This design comes from an exercise in tuning for small area on the open sky130 flow, not from production work.
Only simulation tests tie the RTL to the original design; equivalence was not proved.
Power is estimated from default activity; no workload was simulated.

==> flow/design.v (excerpt) <==
module tnef_record_deframer_core (
  input  wire logic        clk,
  input  wire logic        rst_n,
  input  wire logic        push,
  output logic             full,
  input  wire logic [7:0]  in_stream_byte,
  input  wire logic        in_restart,
  output logic             empty,
  input  wire logic        pop,
  output logic [1:0]       out_event_kind,
  output logic [31:0]      out_attribute_type,
  output logic [7:0]       out_component,
  output logic [7:0]       out_payload_byte,
  output logic [31:0]      out_record_length,
  output logic             out_last_of_record
);
Size in the first run: about 1000 cells after synthesis, roughly 98 I/O pins, roughly 0.015 mm² of cells after synthesis.
Settings: LEC_CHECK=0, CAP_MARGIN=0, CORE_MARGIN=2, CORE_UTILIZATION=70, GPL_TIMING_DRIVEN=0, SLEW_MARGIN=0; clock period 5.0 ns.
standard.sh (not shown) runs the stock make flow with config.mk's settings and CLKGATE_MAP_FILE= SYNTH_SCRIPT=/design/flow/synth_recipe.tcl, a recipe that flattens the netlist after the stock synthesis.
==> flow/flow/run.sh <==
#!/bin/bash
# 1. the standard synthesis, unchanged.
# 2. Its combinational logic re-mapped by ABC with an area-oriented script; the
#    registers (cells, instance names) are left exactly as the standard synthesis made them.
# 3. the standard layout of that netlist, with the smallest buffer cell on the
#    ports and a clock tree without dummy balancing loads.
set -euo pipefail
HERE=$(pwd)
RES=$HERE/orfs/results/$FLOW_PLATFORM/tnef_record_deframer_core/base
LIB=$FLOW_HOME/platforms/$FLOW_PLATFORM/lib/sky130_fd_sc_hd__tt_025C_1v80.lib
YOSYS=${YOSYS_EXE:-$(command -v yosys || echo "$FLOW_HOME/../tools/install/yosys/bin/yosys")}
KNOBS=(
  BUFFER_PORTS_ARGS="-buffer_cell sky130_fd_sc_hd__buf_1"
  CTS_ARGS="-sink_clustering_enable -repair_clock_nets -dont_use_dummy_load -sink_clustering_size 20 -sink_clustering_max_diameter 50 -buf_list sky130_fd_sc_hd__clkbuf_8"
)

bash standard.sh "${KNOBS[@]}" synth > standard_synth.log 2>&1
cp "$RES/1_2_yosys.v" "$HERE/1_2_yosys_standard.v"

sed -e "s#@LIB@#$LIB#g" -e "s#@IN@#$HERE/1_2_yosys_standard.v#" -e "s#@OUT@#$HERE/1_2_yosys_remap.v#" \
    -e "s#@TOP@#$FLOW_TOP#g" -e "s#@ABC@#$HERE/flow/abc_area.script#" flow/remap.ys > "$HERE/remap_run.ys"
"$YOSYS" -l "$HERE/remap.log" -q "$HERE/remap_run.ys" > /dev/null 2>&1

cp "$HERE/1_2_yosys_remap.v" "$RES/1_2_yosys.v"
rm -f "$RES/1_synth.odb" "$RES/1_synth.sdc"
bash standard.sh "${KNOBS[@]}" finish > standard_flow.log 2>&1
==> flow/flow/abc_area.script <==
&get -n
&st
&dch
&nf -R 1000
&put
Other scripts of this flow, unchanged in this note and not shown: flow/flow/remap.ys
Then changed:
--- a/flow/flow/run.sh
+++ b/flow/flow/run.sh
@@ -13,3 +13,3 @@
   BUFFER_PORTS_ARGS="-buffer_cell sky130_fd_sc_hd__buf_1"
-  CTS_ARGS="-sink_clustering_enable -repair_clock_nets -dont_use_dummy_load -sink_clustering_size 20 -sink_clustering_max_diameter 50 -buf_list sky130_fd_sc_hd__clkbuf_8"
+  CTS_ARGS="-sink_clustering_enable -repair_clock_nets -dont_use_dummy_load -sink_clustering_size 24 -sink_clustering_max_diameter 45 -buf_list sky130_fd_sc_hd__clkbuf_8"
 )
--- a/flow/config.mk
+++ b/flow/config.mk
@@ -10,3 +10,2 @@
 export CORE_UTILIZATION = 70
-export GPL_TIMING_DRIVEN = 0
 export SLEW_MARGIN = 0
Setup slack is better by 0.20 ns.
Wire length goes down by 2.5%.
Count of clock-buffer cells in the layout goes up by 1.
Power goes down by 0.70%.
Global-route usage fell by 0.19 points.
Combinational power decreases by 4.7%.
Clock power is about the same.
Then changed:
--- a/flow/flow/run.sh
+++ b/flow/flow/run.sh
@@ -13,3 +13,3 @@
   BUFFER_PORTS_ARGS="-buffer_cell sky130_fd_sc_hd__buf_1"
-  CTS_ARGS="-sink_clustering_enable -repair_clock_nets -dont_use_dummy_load -sink_clustering_size 24 -sink_clustering_max_diameter 45 -buf_list sky130_fd_sc_hd__clkbuf_8"
+  CTS_ARGS="-sink_clustering_enable -repair_clock_nets -dont_use_dummy_load -sink_clustering_size 20 -sink_clustering_max_diameter 50 -buf_list sky130_fd_sc_hd__clkbuf_8"
 )
==> flow/flow/abc_area.script (replaced) <==
&get -n
&st
&deepsyn -T 60
&dch -f
&nf -R 1000
&put
After rerunning: The changed run finished clean. Die area goes down by 1.1%. Critical path depth goes up by 1. Clock-buffer cell count goes down by 2. Total power goes up by 10%. Cell count goes up by 1.2%. Global-route usage goes up by 0.30 points. First-iteration DRC count goes up by 3.7%. Worst setup slack got worse by 0.15 ns. Sequential cell count stays the same. Design area goes down by 0.43%. Non-clock buffer count goes up by 9.
Then changed:
==> flow/flow/abc_area.script (replaced) <==
&get -n
&st
&dch
&nf -R 1000
&put
Result: Routed wire length is higher by 1.0%; non-clock buffer count is lower by 9; count of clock-buffer cells in the layout is higher by 2.
Then changed:
--- a/flow/config.mk
+++ b/flow/config.mk
@@ -10,2 +10,4 @@
 export CORE_UTILIZATION = 70
+export GPL_ROUTABILITY_DRIVEN = 0
+export GPL_TIMING_DRIVEN = 0
 export SLEW_MARGIN = 0
After rerunning:
- non-clock buffer count came out lower by 8
- core utilization came out higher by 0.46 points
- design area came out higher slightly

[what the ideal ports hide]
The flow's constraints put no driver on any port. The routed layouts listed below were extracted and timed again, unchanged, in two steps.
Step 1 (the two cells are an assumption about what drives the block):
set clk [get_ports {clk}]
set_driving_cell -lib_cell sky130_fd_sc_hd__clkbuf_16 $clk
set_driving_cell -lib_cell sky130_fd_sc_hd__buf_2 [delete_from_list [all_inputs] $clk]
Step 2, shift: input delay + t, output delay - t, t = (earliest + latest rising clock arrival at the registers) / 2. This alone moves slack from input paths to output paths.
Three values: no drivers, after step 1, after step 2; two values: the first two.
run | shift t [ns] | setup WS [ns] | worst slew at a driven data input, ns
the first run | 0.552 | 0.231 / 0.186 / -0.118 | 0.03
the second run | 0.564 | 0.427 / 0.385 / 0.580 | 0.03
the third run | 0.563 | 0.280 / 0.236 / 0.385 | 0.04
the fourth run | 0.575 | 0.443 / 0.399 / 0.525 | 0.04
the fifth run | 0.552 | 0.231 / 0.186 / -0.118 | 0.03
With both steps, setup timing fails in the first run and the fifth run, where it was met with ideal ports.
